From an optimization exercise on the open Yosys and OpenROAD flow, aimed at small area, a short achievable clock period and few clock cycles per item; shortcuts taken in it are not production practice.
Power figures rest on the tool's default switching activity, not on a simulated workload.

== JK ==
==> module chebyshev_clenshaw_evaluator_top, before the edit <==
module chebyshev_clenshaw_evaluator_top #(
    parameter int MAX_TERMS = cce_pkg::MAX_TERMS_DEF,
    parameter int NRING     = 2
) (
    input  wire logic                                aclk,
    input  wire logic                                aresetn,
    input  wire logic                                cfg_valid,
    output logic                                     cfg_ready,
    input  wire logic [cce_pkg::DEG_W-1:0]           cfg_data,
    input  wire logic                                s_valid,
    output logic                                     s_ready,
    input  wire logic [cce_pkg::KIND_W-1:0]          s_kind,
    input  wire logic [cce_pkg::INDEX_W-1:0]         s_coeff_index,
    input  wire logic signed [cce_pkg::COEFF_W-1:0]  s_coeff_value,
    input  wire logic signed [cce_pkg::POINT_W-1:0]  s_point,
    output logic                                     m_valid,
    input  wire logic                                m_ready,
    output logic signed [cce_pkg::ACC_W-1:0]         m_value,
    output logic                                     m_saturated
);
    localparam int CW = cce_pkg::COEFF_W;
    localparam int PW = cce_pkg::POINT_W;
    localparam int AW = cce_pkg::ACC_W;
    localparam int BW = cce_pkg::BTH_W;
    localparam int NR = NRING;
    localparam int TW = (NRING > 2) ? 3 : 2;
    logic                 s_ready_reg;
    logic                 buf_v_reg;
    logic                 buf_kind_reg;
    logic [3:0]           buf_idx_reg;
    logic [CW-1:0]        buf_val_reg;
    logic                 ldq_v_reg;
    logic [3:0]           ldq_idx_reg;
    logic [CW-1:0]        ldq_val_reg;
    logic [3:0]           degree_reg;
    logic [CW-1:0]        ctop_reg;       
    logic                 dirty_reg;      
    logic                 blk1_reg;       
    logic                 blk2_reg;
    logic [TW-1:0]        ins_cnt_reg;
    logic [TW-1:0]        del_cnt_reg;
    logic                 out_v_reg;
    logic [AW-1:0]        out_val_reg;
    logic                 out_sat_reg;
    logic          req_v, req_kind;
    logic [3:0]    req_idx;
    logic [CW-1:0] req_val;
    logic [PW-1:0] req_pt;
    logic [BW-1:0] req_bth;
    assign req_v    = buf_v_reg || s_valid;
    assign req_kind = buf_v_reg ? buf_kind_reg : s_kind;
    assign req_idx  = buf_v_reg ? buf_idx_reg : s_coeff_index;
    assign req_val  = buf_v_reg ? buf_val_reg : s_coeff_value;
    assign req_pt   = buf_v_reg ? buf_val_reg[PW-1:0] : s_point;
    assign req_bth  = cce_pkg::booth(req_pt);
    logic [NR-1:0]          mid2, idle2, fin2, done2, reads;
    logic [NR-1:0][TW-1:0]  tag2;
    logic [NR-1:0][AW-1:0]  res_val;
    logic [NR-1:0]          res_sat;
    logic [NR-1:0][3:0]     rd_addr;
    logic [NR-1:0][CW-1:0]  rd_data;
    logic [NR-1:0]          deliver_r, free_r, ins_r;
    logic [3:0] ins_addr;
    logic       ins_last;
    assign ins_addr = (degree_reg == 4'd0) ? 4'd0 : degree_reg - 4'd1;
    assign ins_last = (degree_reg <= 4'd1);
    logic ins_any, ld, deliver;
    assign ld      = req_v && (req_kind == cce_pkg::KIND_LOAD) && !(|reads);
    assign ins_any = req_v && (req_kind == cce_pkg::KIND_EVAL) && (|free_r) && !blk1_reg && !blk2_reg;
    assign deliver = |deliver_r;
    for (genvar r = 0; r < NR; r++) begin : g_ring
        assign deliver_r[r] = done2[r] && (tag2[r] == del_cnt_reg) && (!out_v_reg || m_ready);
        assign free_r[r]    = idle2[r] || (fin2[r] && deliver_r[r]);
        if (r == 0) begin : g_first
            assign ins_r[r] = ins_any && free_r[r];
        end else begin : g_next
            assign ins_r[r] = ins_any && free_r[r] && !(|free_r[r-1:0]);
        end
        cce_seq #(
            .TAG_W (TW)
        ) u_ring (
            .aclk     (aclk),
            .aresetn  (aresetn),
            .mid2     (mid2[r]),
            .idle2    (idle2[r]),
            .fin2     (fin2[r]),
            .done2    (done2[r]),
            .tag2     (tag2[r]),
            .reads    (reads[r]),
            .res_val  (res_val[r]),
            .res_sat  (res_sat[r]),
            .rd_addr  (rd_addr[r]),
            .rd_data  (rd_data[r]),
            .rd_top   ((r == 0) && dirty_reg),
            .degree   (degree_reg),
            .ins_addr (ins_addr),
            .ins_last (ins_last),
            .deliver  (deliver_r[r]),
            .ins      (ins_r[r]),
            .ins_tag  (ins_cnt_reg),
            .ins_bth  (req_bth),
            .ins_b    (ctop_reg)
        );
    end
    logic [AW-1:0] dlv_val;
    logic          dlv_sat;
    always_comb begin
        dlv_val = res_val[0];
        dlv_sat = res_sat[0];
        for (int r = 1; r < NR; r++) begin
            if (done2[r] && (tag2[r] == del_cnt_reg)) begin
                dlv_val = res_val[r];
                dlv_sat = res_sat[r];
            end
        end
    end
    cce_coeff_store #(
        .NRD (NR)
    ) u_store (
        .aclk     (aclk),
        .aresetn  (aresetn),
        .wr_en    (ldq_v_reg),
        .wr_index (ldq_idx_reg),
        .wr_data  (ldq_val_reg),
        .rd_addr  (rd_addr),
        .rd_data  (rd_data)
    );
    assign s_ready   = s_ready_reg;
    assign cfg_ready = 1'b1;
    always_ff @(posedge aclk) begin
        if (ins_any) begin
            ins_cnt_reg <= ins_cnt_reg + 1'b1;
        end
        if (deliver) begin
            del_cnt_reg <= del_cnt_reg + 1'b1;
            out_val_reg <= dlv_val;
            out_sat_reg <= dlv_sat;
        end
        out_v_reg <= deliver || (out_v_reg && !m_ready);
        if (!buf_v_reg) begin
            buf_kind_reg <= s_kind;
            buf_idx_reg  <= s_coeff_index;
            buf_val_reg  <= (s_kind == cce_pkg::KIND_EVAL) ? CW'(s_point) : s_coeff_value;
        end
        buf_v_reg   <= req_v && !(ins_any || ld);
        s_ready_reg <= !(req_v && !(ins_any || ld));
        ldq_v_reg   <= ld;
        ldq_idx_reg <= req_idx;
        ldq_val_reg <= req_val;
        if (cfg_valid) begin
            degree_reg <= cfg_data;
        end
        if (ldq_v_reg && (ldq_idx_reg == degree_reg)) begin
            ctop_reg <= (degree_reg == 4'd0) ? '0 : ldq_val_reg;
        end else if (dirty_reg) begin
            ctop_reg <= (degree_reg == 4'd0) ? '0 : rd_data[0];
        end
        dirty_reg <= cfg_valid;
        blk1_reg  <= cfg_valid || ld;
        blk2_reg  <= blk1_reg;
        if (!aresetn) begin
            ins_cnt_reg <= '0;
            del_cnt_reg <= '0;
            out_v_reg   <= 1'b0;
            buf_v_reg   <= 1'b0;
            s_ready_reg <= 1'b1;
            ldq_v_reg   <= 1'b0;
            degree_reg  <= '0;
            ctop_reg    <= '0;
            dirty_reg   <= 1'b0;
            blk1_reg    <= 1'b1;
            blk2_reg    <= 1'b1;
        end
    end
    assign m_valid     = out_v_reg;
    assign m_value     = out_val_reg;
    assign m_saturated = out_sat_reg;
endmodule
Settings: LEC_CHECK=0, CAP_MARGIN=20, CORE_MARGIN=2, CORE_UTILIZATION=40, SLEW_MARGIN=20; clock period 11.0 ns.
run.sh (not shown) runs the stock make flow with config.mk's settings and CLKGATE_MAP_FILE= SYNTH_SCRIPT=/design/flow/synth_recipe.tcl, a recipe that flattens the netlist after the stock synthesis.
Modified inputs, MS compared to JK
--- a/flow/design.v
+++ b/flow/design.v
@@ -973,7 +973,7 @@
 `default_nettype none
 module chebyshev_clenshaw_evaluator_top #(
     parameter int MAX_TERMS = cce_pkg::MAX_TERMS_DEF,
-    parameter int NRING     = 2
+    parameter int NRING     = 1
 ) (
     input  wire logic                                aclk,
     input  wire logic                                aresetn,
--- outcome ---
MS has more setup slack than JK.
Cell area of MS falls short of that of JK by more than a quarter.
Taking MS as 1.0, JK lands at 1.4 on flip-flop and latch count.
Compared to JK, the routing of MS uses less wire.
Delta (MS minus JK): fraction of area in multi-input gates -8.5 points; routed length per instance shows a reduction of 8.3%; source-to-sink clock delay at the later pin of the worst-skew pair shrank by 0.12 ns; worst ir drop on vdd decreased by about 40% relative to the old numbers.
Total power ends up lower on MS.
Summary of MS over JK: hold slack moved up; global-route usage moved down; final cell count moved down.
No run of this note included a check of the RTL's function; only the layout flow was run.

## afterwards: timing with drivers on the ports
In the flow no input, the clock included, has a driving cell. The finished layouts below were timed again as built, in two steps.
Step 1 sets driving cells, clkbuf_16 on the clock port and buf_2 on the other inputs (assumed; they add their load-dependent delay and slew).
Step 2 adds t to the input delays and takes it off the output delays; t is the mean of the earliest and latest rising clock arrival at the registers after step 1. Input paths then give back, and output paths get back, about the clock's delay inside the block.
a / b / c = ideal ports / drivers / drivers and shift; a / b = the first two.
run	shift t [ns]	setup slack, ns	worst hold slack (ns)	worst setup path after step 2	slew at the worst register clock pin (ns)
JK	0.807	2.514 / 2.514 / 2.514	0.323 / 0.323 / 0.323	register to register	0.07 / 0.07
MS	0.698	3.911 / 3.911 / 3.911	0.328 / 0.328 / 0.328	register to register	0.07 / 0.07
After both steps setup and hold are still met in every run listed.
